What follows belongs to an exercise in optimizing a design on an open flow for small area, a short achievable clock period and few clock cycles per item; a production flow would make more cautious choices. Where RTL was checked, it was by simulation tests only, not by an equivalence proof against the original. Function not checked in run 2: the RTL went through the layout flow alone.

## flow/design.v (module list and top-level ports; edited modules follow where they fit)
// module mult_mac16: 1326 lines
// module div_serial: 108 lines
// module div_step: 13 lines
// module multdiv_fast: 58 lines
module multdiv_fast (
	input  logic                  clk_i,
	input  logic                  rst_ni,
	input  logic                  mult_en_i,
	input  logic                  div_en_i,
	input  logic [1:0]            op_i,
	input  logic [1:0]            signed_mode_i,
	input  logic [32-1:0]   op_a_i,
	input  logic [32-1:0]   op_b_i,
	output logic [32-1:0]   result_o,
	output logic                  valid_o
);
  // ...
==> flow/flow/run.sh <==
#!/bin/bash
# The standard layout (standard.sh), with one change: the port buffers
# that buffer_ports inserts are buf_4 cells rather than its default pick, a
# slow delay buffer. Each tool's output goes to standard.log here.
set -euo pipefail
cd "$(dirname "$0")/.."
export BUFFER_PORTS_ARGS="-buffer_cell sky130_fd_sc_hd__buf_4"
bash standard.sh > standard.log 2>&1
==> flow/standard.sh <==
#!/bin/bash
# synth_recipe.tcl (not shown) runs the flow's synth.tcl, then flattens the netlist and writes it again
# the make line also repeats each setting of config.mk as NAME=value (left out here)
make -C /OpenROAD-flow-scripts/flow DESIGN_CONFIG=/design/flow/config.mk WORK_HOME=/design/flow/orfs CLKGATE_MAP_FILE= SYNTH_SCRIPT=/design/flow/synth_recipe.tcl "${@:-finish}"
==> flow/config.mk <==
export PLATFORM = sky130hd
export DESIGN_NAME = multdiv_fast
export DESIGN_NICKNAME = multdiv_fast
export VERILOG_FILES = /design/flow/design.v
export SDC_FILE = /design/flow/constraint.sdc
export NUM_CORES = 4
export LEC_CHECK = 0
export CAP_MARGIN = 20
export CORE_MARGIN = 5
export CORE_UTILIZATION = 35
export PLACE_DENSITY = 0.55
export SLEW_MARGIN = 20
export SYNTH_HIERARCHICAL = 1
==> flow/constraint.sdc <==
create_clock -name core_clock -period 12.0 [get_ports {clk_i}]
set_input_delay 2.4000 -clock core_clock [delete_from_list [all_inputs] [get_ports {clk_i}]]
set_output_delay 2.4000 -clock core_clock [all_outputs]
set_load 0.01 [all_outputs]
==> run summary, run 1 <==
Status:
- The run finished with no timing, DRC or antenna violations.

Finish:
- The post-route netlist has 15.52% of its cells at a drive strength greater than 1.
- The sequential cells in the finished layout cover a total of 3090 um^2.
- The count of placed standard cells in the final layout, fillers left out is 6,717.
- The multi-input logic cell count is 4,074.
- The synthesis-to-finish area growth is 12.19%.
- Leaving out fill and tap cells, the most frequent cell in the layout is inv_1.
- The count of inverters not on the clock network in the layout is 528.
- The net total in the final layout is 5,754.
- The largest registers in the layout are shr_q (62), u_div.den_q (35), u_div.cnt_q (4).
- The final non-filler cell area is 44,220 um^2.
- Sequential cells make up 6.989% of the cell area.

Routing:
- The first-iteration detailed-routing DRC count is 4,658.

Clock network:
- The CTS root buffer is clkbuf_16.
- Clock-pin slew was measured on the worst setup and hold paths at 0.08 ns.
- The number of clock buffers inserted by TritonCTS is 9.
- The clock reaches the later pin of the worst-skew pair after 0.39 ns.

Setup path:
- In this run the critical register-to-register path is launched from shr_q[0].
- The highest cell delay on the worst timing path is 0.56 ns.
- The launching element type of the critical path is a primary input.

Timing:
- The final count of pins violating max slew is 0.
- After layout, the minimum clock period comes to 11.80 ns.
- Setup violations remaining at the end of the flow were counted as 0.

GRT:
- Global routing used 28.48% of the available tracks.
- The via count of the first global-routing pass is 38,350.
- The largest net degree at the start of global routing is 79.

Die:
- The tap cell count is 1,500.
Testbench counts, summed over its fixed seeds: cycles 6,276, items 3,200.
==> module div_serial, before the edit <==
module div_serial (
	input  logic                  clk_i,
	input  logic                  rst_ni,
	input  logic                  en_i,
	input  multdiv_pkg::md_req_t  req_i,
	input  logic [63:0]           shr_q,     
	output logic [63:0]           shr_d,
	output logic                  shr_we,
	output logic [32-1:0]   result_o,
	output logic                  valid_o
);
	localparam int STEPS = 4;
	localparam int DW    = 32 + STEPS - 1;
	logic                busy_q;
	logic [3:0]          cnt_q;
	logic [31:0]         rem_q;
	logic [DW-1:0]       den_q;
	logic [31:0]         quo_q;
	assign rem_q = shr_q[31:0];
	assign quo_q = shr_q[63:32];
	logic                sign_a;
	logic                sign_b;
	logic                is_div;
	logic [31:0]         abs_a;
	logic [31:0]         abs_b;
	logic [5:0]          len_a;
	logic [5:0]          len_b;
	logic [4:0]          diff;
	logic [5:0]          shamt;
	logic [3:0]          cnt_init;
	logic                div_by_zero;
	logic                a_shorter;
	logic [31:0]         rem_n;
	logic [31:0]         quo_n;
	logic [31:0]         rem_l;
	logic [31:0]         quo_l;
	logic [31:0]         res_mag;
	logic                res_neg;
	assign is_div      = (req_i.op == multdiv_pkg::MD_OP_DIV);
	assign sign_a      = req_i.signed_mode[0] & req_i.op_a[31];
	assign sign_b      = req_i.signed_mode[1] & req_i.op_b[31];
	assign abs_a       = sign_a ? -req_i.op_a : req_i.op_a;
	assign abs_b       = sign_b ? -req_i.op_b : req_i.op_b;
	assign div_by_zero = (req_i.op_b == '0);
	always_comb begin
		len_a = '0;
		len_b = '0;
		for (int i = 0; i < 32; i++) begin
			if (abs_a[i]) len_a = 6'(i + 1);
			if (abs_b[i]) len_b = 6'(i + 1);
		end
	end
	assign a_shorter = (len_a < len_b);
	assign diff      = 5'(len_a - len_b);
	assign cnt_init  = 4'((6'(diff) + 6'd2) >> 2);
	assign shamt     = {cnt_init, 2'b01};
	logic [31:0] rem_s [STEPS+1];
	logic [STEPS-1:0] ge_s;
	assign rem_s[0] = rem_q;
	for (genvar j = 0; j < STEPS; j++) begin : g_step
		div_step #(.DW(DW)) u_step (
			.rem_i (rem_s[j]),
			.den_i (den_q >> j),
			.rem_o (rem_s[j+1]),
			.ge_o  (ge_s[STEPS-1-j])
		);
	end
	assign rem_n = rem_s[STEPS];
	assign quo_n = {quo_q[31-STEPS:0], ge_s};
	assign rem_l = rem_s[2];
	assign quo_l = {quo_q[29:0], ge_s[STEPS-1:STEPS-2]};
	assign res_neg = is_div ? (sign_a ^ sign_b) : sign_a;
	assign res_mag = is_div ? quo_l : rem_l;
	always_comb begin
		if (busy_q) begin
			result_o = res_neg ? -res_mag : res_mag;
		end else if (div_by_zero) begin
			result_o = is_div ? '1 : req_i.op_a;
		end else begin
			result_o = is_div ? '0 : req_i.op_a;
		end
	end
	assign valid_o = en_i & (busy_q ? (cnt_q == '0) : (div_by_zero | a_shorter));
	always_ff @(posedge clk_i or negedge rst_ni) begin
		if (!rst_ni) begin
			busy_q <= 1'b0;
		end else if (en_i) begin
			if (busy_q) begin
				busy_q <= (cnt_q != '0);
			end else begin
				busy_q <= ~(div_by_zero | a_shorter);
			end
		end
	end
	always_ff @(posedge clk_i) begin
		if (en_i) begin
			if (busy_q) begin
				cnt_q <= cnt_q - 4'd1;
				den_q <= den_q >> STEPS;
			end else begin
				cnt_q <= cnt_init;
				den_q <= DW'(abs_b) << shamt;
			end
		end
	end
	assign shr_we = en_i;
	assign shr_d  = busy_q ? {quo_n, rem_n} : {32'd0, abs_a};
endmodule
==> module multdiv_fast, before the edit <==
module multdiv_fast (
	input  logic                  clk_i,
	input  logic                  rst_ni,
	input  logic                  mult_en_i,
	input  logic                  div_en_i,
	input  logic [1:0]            op_i,
	input  logic [1:0]            signed_mode_i,
	input  logic [32-1:0]   op_a_i,
	input  logic [32-1:0]   op_b_i,
	output logic [32-1:0]   result_o,
	output logic                  valid_o
);
	multdiv_pkg::md_req_t req_i;
	assign req_i.op          = multdiv_pkg::md_op_e'(op_i);
	assign req_i.signed_mode = signed_mode_i;
	assign req_i.op_a        = op_a_i;
	assign req_i.op_b        = op_b_i;
	logic [32-1:0] mult_result;
	logic [32-1:0] div_result;
	logic                mult_valid;
	logic                div_valid;
	logic [63:0]         shr_q;
	logic [50:0]         acc_d;
	logic                acc_we;
	logic [63:0]         div_shr_d;
	logic                div_shr_we;
	always_ff @(posedge clk_i) begin
		if (div_en_i) begin
			if (div_shr_we) shr_q <= div_shr_d;
		end else if (acc_we) begin
			shr_q[50:0] <= acc_d;
		end
	end
	mult_mac16 u_mult (
		.clk_i    (clk_i),
		.rst_ni   (rst_ni),
		.en_i     (mult_en_i),
		.req_i    (req_i),
		.acc_q    (shr_q[50:0]),
		.acc_d    (acc_d),
		.acc_we   (acc_we),
		.result_o (mult_result),
		.valid_o  (mult_valid)
	);
	div_serial u_div (
		.clk_i    (clk_i),
		.rst_ni   (rst_ni),
		.en_i     (div_en_i),
		.req_i    (req_i),
		.shr_q    (shr_q),
		.shr_d    (div_shr_d),
		.shr_we   (div_shr_we),
		.result_o (div_result),
		.valid_o  (div_valid)
	);
	assign result_o = ({32{div_en_i}} & div_result) | ({32{mult_en_i}} & mult_result);
	assign valid_o  = mult_valid | div_valid;
endmodule
==> run 2, diff against run 1 <==
--- a/flow/design.v
+++ b/flow/design.v
@@ -1315,20 +1315,20 @@
 					kg[l+1][i] = kg[l][i];
 					kp[l+1][i] = kp[l][i];
 				end
 			end
 		end
 	end
 	assign mac_res = kp[0] ^ {kg[6][W-2:0], 1'b0};
 	logic sel_p0l, sel_p0h, sel_p1l, sel_p1h;
-	assign sel_p0l = ~pass_q &  is_mull;
-	assign sel_p0h = ~pass_q & ~is_mull;
-	assign sel_p1l =  pass_q &  is_mull;
-	assign sel_p1h =  pass_q & ~is_mull;
+	assign sel_p0l = en_i & ~pass_q &  is_mull;
+	assign sel_p0h = en_i & ~pass_q & ~is_mull;
+	assign sel_p1l = en_i &  pass_q &  is_mull;
+	assign sel_p1h = en_i &  pass_q & ~is_mull;
 	assign result_o = ({32{sel_p0l}} & mac_res[31:0])
 		| ({32{sel_p0h}} & {{13{mac_res[W-1]}}, mac_res[W-1:32]})
 		| ({32{sel_p1l}} & {mac_res[13:0], acc_q[17:0]})
 		| ({32{sel_p1h}} & mac_res[45:14]);
 	assign valid_o = en_i & (fits_b | pass_q);
 	always_ff @(posedge clk_i or negedge rst_ni) begin
 		if (!rst_ni) begin
 			pass_q <= 1'b0;
@@ -1341,18 +1341,19 @@
 endmodule
 `timescale 1ns/1ps
 module div_serial (
 	input  logic                  clk_i,
 	input  logic                  rst_ni,
 	input  logic                  en_i,
 	input  multdiv_pkg::md_req_t  req_i,
 	input  logic [63:0]           shr_q,     
-	output logic [63:0]           shr_d,
-	output logic                  shr_we,
+	output logic [63:0]           step_d,    
+	output logic [31:0]           init_d,    
+	output logic                  busy_o,
 	output logic [32-1:0]   result_o,
 	output logic                  valid_o
 );
 	localparam int STEPS = 4;
 	localparam int DW    = 32 + STEPS - 1;
 	logic                busy_q;
 	logic [3:0]          cnt_q;
 	logic [31:0]         rem_q;
@@ -1409,17 +1410,19 @@
 	end
 	assign rem_n = rem_s[STEPS];
 	assign quo_n = {quo_q[31-STEPS:0], ge_s};
 	assign rem_l = rem_s[2];
 	assign quo_l = {quo_q[29:0], ge_s[STEPS-1:STEPS-2]};
 	assign res_neg = is_div ? (sign_a ^ sign_b) : sign_a;
 	assign res_mag = is_div ? quo_l : rem_l;
 	always_comb begin
-		if (busy_q) begin
+		if (!en_i) begin
+			result_o = '0;
+		end else if (busy_q) begin
 			result_o = res_neg ? -res_mag : res_mag;
 		end else if (div_by_zero) begin
 			result_o = is_div ? '1 : req_i.op_a;
 		end else begin
 			result_o = is_div ? '0 : req_i.op_a;
 		end
 	end
 	assign valid_o = en_i & (busy_q ? (cnt_q == '0) : (div_by_zero | a_shorter));
@@ -1440,18 +1443,19 @@
 				cnt_q <= cnt_q - 4'd1;
 				den_q <= den_q >> STEPS;
 			end else begin
 				cnt_q <= cnt_init;
 				den_q <= DW'(abs_b) << shamt;
 			end
 		end
 	end
-	assign shr_we = en_i;
-	assign shr_d  = busy_q ? {quo_n, rem_n} : {32'd0, abs_a};
+	assign busy_o = busy_q;
+	assign step_d = {quo_n, rem_n};
+	assign init_d = abs_a;
 endmodule
 module div_step #(
 	parameter int DW = 35
 ) (
 	input  logic [31:0]   rem_i,
 	input  logic [DW-1:0] den_i,
 	output logic [31:0]   rem_o,
 	output logic          ge_o
@@ -1481,23 +1485,30 @@
 	assign req_i.op_b        = op_b_i;
 	logic [32-1:0] mult_result;
 	logic [32-1:0] div_result;
 	logic                mult_valid;
 	logic                div_valid;
 	logic [63:0]         shr_q;
 	logic [50:0]         acc_d;
 	logic                acc_we;
-	logic [63:0]         div_shr_d;
-	logic                div_shr_we;
+	logic [63:0]         div_step_d;
+	logic [31:0]         div_init_d;
+	logic                div_busy;
+	logic                sel_mult;
+	logic                sel_init;
+	logic                sel_step;
+	assign sel_mult = ~div_en_i;
+	assign sel_init = div_en_i & ~div_busy;
+	assign sel_step = div_en_i &  div_busy;
 	always_ff @(posedge clk_i) begin
-		if (div_en_i) begin
-			if (div_shr_we) shr_q <= div_shr_d;
-		end else if (acc_we) begin
-			shr_q[50:0] <= acc_d;
+		if (div_en_i | acc_we) begin
+			shr_q <= ({64{sel_mult}} & {13'd0, acc_d})
+				| ({64{sel_init}} & {32'd0, div_init_d})
+				| ({64{sel_step}} & div_step_d);
 		end
 	end
 	mult_mac16 u_mult (
 		.clk_i    (clk_i),
 		.rst_ni   (rst_ni),
 		.en_i     (mult_en_i),
 		.req_i    (req_i),
 		.acc_q    (shr_q[50:0]),
@@ -1507,16 +1518,17 @@
 		.valid_o  (mult_valid)
 	);
 	div_serial u_div (
 		.clk_i    (clk_i),
 		.rst_ni   (rst_ni),
 		.en_i     (div_en_i),
 		.req_i    (req_i),
 		.shr_q    (shr_q),
-		.shr_d    (div_shr_d),
-		.shr_we   (div_shr_we),
+		.step_d   (div_step_d),
+		.init_d   (div_init_d),
+		.busy_o   (div_busy),
 		.result_o (div_result),
 		.valid_o  (div_valid)
 	);
-	assign result_o = ({32{div_en_i}} & div_result) | ({32{mult_en_i}} & mult_result);
+	assign result_o = div_result | mult_result;
 	assign valid_o  = mult_valid | div_valid;
 endmodule
==> run 2 against run 1 <==
Effect of this change:
- fmax up 0.13%
- first-iteration DRC count up 14%
- register-to-register slack about the same
- via count down 0.65%
- final cell count down 0.40%
- worst setup slack better by 0.016 ns
- still clean on timing, DRC and antenna
- synthesized area down 2.3%
==> run summary, run 2 <==
Status:
- Status: finished clean (unchanged).

Timing:
- The minimum clock period after layout is 11.78 ns (was 11.80 ns).
- The worst-case hold slack was 0.6151 ns (was 0.5734 ns).
- The slew at the pin closest to its max-slew limit came to 1.172 ns (was 1.124 ns).
- The final count of hold timing violations came to 0 (unchanged).
- The top achievable clock speed is 84.87 MHz (was 84.75 MHz).
- The relative slew slack is 21.90% (was 22.90%).
- The portion of the clock cycle consumed by the worst path in the final layout was 98.20% (was 98.33%).
- The clock tree skew after final layout is 0.01344 ns (was 0.02061 ns).
- The final setup violation count was 0 (unchanged).
- The final count of pins violating max slew was 0 (unchanged).
- The final worst setup slack is 0.2166 ns (was 0.2009 ns).

Routing:
- The detail-routed via count per cell is 6.004 (was 6.019).
- The total DRC errors in the routed layout is 0 (unchanged).
- The number of nets with antenna violations after routing is 0 (unchanged).
- The average wire per cell in the routed design is 25.80 um (was 26.71 um).
- The routed wire length was 172,600 um (was 179,400 um).
- The first-iteration detailed-routing DRC count is 5,326 (was 4,658).
- The number of iterations in the first detailed-routing pass came to 7 (was 6).
- The count of vias placed by the detailed router came to 40,170 (was 40,430).

Finish:
- The count of placed standard cells in the final layout, fillers left out is 6,690 (was 6,717).
- The register name with the most flops is shr_q (unchanged).
- The fill cell total of the finished layout is 11,360 (was 11,620).
- The synthesis-to-finish area growth is 14.09% (was 12.19%).
- The net total in the final layout is 5,750 (was 5,754).
- Regs by FF count: shr_q (62), u_div.den_q (35), u_div.cnt_q (4) (unchanged).
- The flip-flop count of the largest register after layout is 62 (unchanged).
- The area taken by multi-input logic gates is 32,000 um^2 (was 32,900 um^2).
- The most common library cell in the layout ignoring fill and taps is buf_4 (was inv_1).
- Most used cells in the layout excluding fill and tap cells: buf_4, inv_1, nor2_1 (was inv_1, buf_4, nor2_1).
- The fraction of final layout cells with drive strength greater than 1 is 16.70% (was 15.52%).
- The area occupied by registers is 3090 um^2 (unchanged).

Setup path:
- The most common cell type on the critical path is buf_4 (was fa_1).
- The highest cell delay on the worst timing path is 0.63 ns (was 0.56 ns).
- The category of the worst setup path capture point is an output pin (unchanged).
- The critical-path maximum fanout was 18 (was 8).
- The launching element type of the critical path was a register (was primary input).
- The slowest cell on the critical path is a221oi_1 (was fa_1).
- The arrival time at the worst endpoint is 9.38 ns (was 9.40 ns).
- The startpoint-to-endpoint class of the critical path is register to output pin (was primary input to output pin).
- The worst path required time is 9.60 ns (about the same).

Clock network:
- The clock-pin slew on the worst setup and hold paths is 0.09 ns (was 0.08 ns).
- The number of levels the H-tree was split into is 3 (unchanged).
- The number of buffers on the longest clock path is 2 (unchanged).
- The clock latency on the worst-skew pair was 0.40 ns (was 0.39 ns).
- The CTS root buffer is clkbuf_16 (unchanged).
- The number of clock buffers inserted by TritonCTS is 9 (unchanged).
- The number of clock sinks was 103 (unchanged).
- The CTS tree is built (unchanged).

Logic synthesis:
- The gate count of the mapped netlist is 4,992 (was 5,100).
- The yosys synthesis warning count was 14 (unchanged).
- The post-synthesis instance area was 38,520 um^2 (was 39,410 um^2).
- The average cell area after synthesis is 7.715 um^2 (was 7.728 um^2).

GRT:
- The initial antenna violation count is 14 (was 6).
- The global-route wire length before repair was 249,200 um (was 260,500 um).
- The overall fraction of global-route tracks in use is 28.11% (was 28.48%).
- The largest net degree at the start of global routing is 74 (was 79).
- The remaining global-route overflow is 0 (unchanged).
- The via count of the first global-routing pass came to 36,870 (was 38,350).

Die:
- The y dimension of the die is 341.7 um (was 345.6 um).
- The area of the placeable core is 109,200 um^2 (was 112,200 um^2).
- The die span in x is 341.7 um (was 345.6 um).
- The total die area came to 116,800 um^2 (was 119,400 um^2).
- The I/O pin count is 105 (unchanged).
- The number of core rows is 121 (was 123).
- The starting density of the core is 35.29% (was 35.13%).

Placement:
- The pre-CTS setup slack is -0.01469 ns (was -0.4184 ns).
- The number of cells after detailed placement is 6,660 (was 6,696).
- The final HPWL from detailed placement is 139,300 um (was 144,600 um).
- The global placement routability congestion is 1.066 (was 1.040).
- The number of I/O port buffers came to 104 (unchanged).

Worst hold path:
- The type of the most critical hold path is register to register (unchanged).

Flow run:
- The number of max-cap violations was 0 (unchanged).
## run 2: final timing paths
path	to	start	cells after the start	slack (ns)
min reg2reg	u_div.busy_q	u_div.busy_q	2	0.62
max reg2reg	shr_q[29]	shr_q[0]	49	0.38
max in group asynchronous	u_div.busy_q	rst_ni	1	10.11
min in group asynchronous	u_mult.pass_q	rst_ni	1	1.78
min	u_div.busy_q	u_div.busy_q	2	0.62
max	result_o[23]	shr_q[0]	41	0.22
## run 2: layer usage
layer  global-route usage, %  part of all wire [%]  up-vias
met5                  0.9583                  0.13        -
met4                   8.443                   3.7       12
met3                   6.340                    11      288
met2                   41.31                    41     2327
met1                   40.81                    44    19440
li1                        -                     -    18100
## run 2: layout make-up
type	count	area share (%)
Multi-Input combinational cell	3968	72.82
Timing Repair Buffer	605	10.71
Sequential cell	103	7.033
Inverter	518	4.516
Tap cell	1476	4.203
Clock buffer	9	0.5125
Clock inverter	7	0.1651
Timing Repair inverter	1	0.01993
Antenna cell	3	0.01708
## run 2: metrics by stage
step | TNS [ns] | util, % | cell area (um^2)
3_5_place_dp | -0.02429 | 39.69 | 43320
6_report | 0 | 40.26 | 43940
5_1_grt | -0.08112 | 40.25 | 43940
4_1_cts | 0 | 40.01 | 43670
3_3_place_gp | -0.07832 | 39.69 | 43320
2_1_floorplan | 0 | - | 38530
## run 2: worst max-delay path, delay by kind of cell (launching register included)
| family | cells | cell delay (ns) |
|---|---|---|
| AOI/OAI and AO/OA | 16 | 3.90 |
| xor gates and xnor gates | 1 | 0.07 |
| adders and majority gates | 4 | 1.22 |
| buffers and inverters | 9 | 1.26 |
| DFF | 1 | 0.35 |
| muxes | 2 | 0.51 |
| and+or+nand+nor | 9 | 1.63 |
## run 2: repair_timing
action,in CTS,in global routing
endpoints found under the setup margin,9,59
hold buffers,0,0
pin swaps,1,14
setup buffers,2,7
resized for setup,7,41
cloned,0,2

-- afterwards: timing with drivers on the ports --
Ports are ideal in the flow. The routed layouts listed here were re-timed in OpenROAD. Step 1: set_driving_cell puts a clkbuf_16 on clk_i and a buf_2 on each other input, an assumption about the parent block. Step 2, shift: input delay + t, output delay - t, t = (earliest + latest rising clock arrival at the registers) / 2. This alone moves slack from input paths to output paths. Slacks: no drivers / after step 1 / after step 2; pairs: no drivers / after step 1.
run | t, ns | setup WS [ns] | hold WS [ns] | pins driven straight from the clock port
run 1 | 0.431 | 0.201 / 0.162 / 0.162 | 0.573 / 0.573 / 0.573 | 1
run 2 | 0.447 | 0.217 / 0.161 / 0.232 | 0.615 / 0.615 / 0.615 | 1
After both steps every run listed still meets setup and hold. For run 1, which loses most, drivers alone change the setup slack by -0.039 ns; drivers and shift together by -0.039 ns.
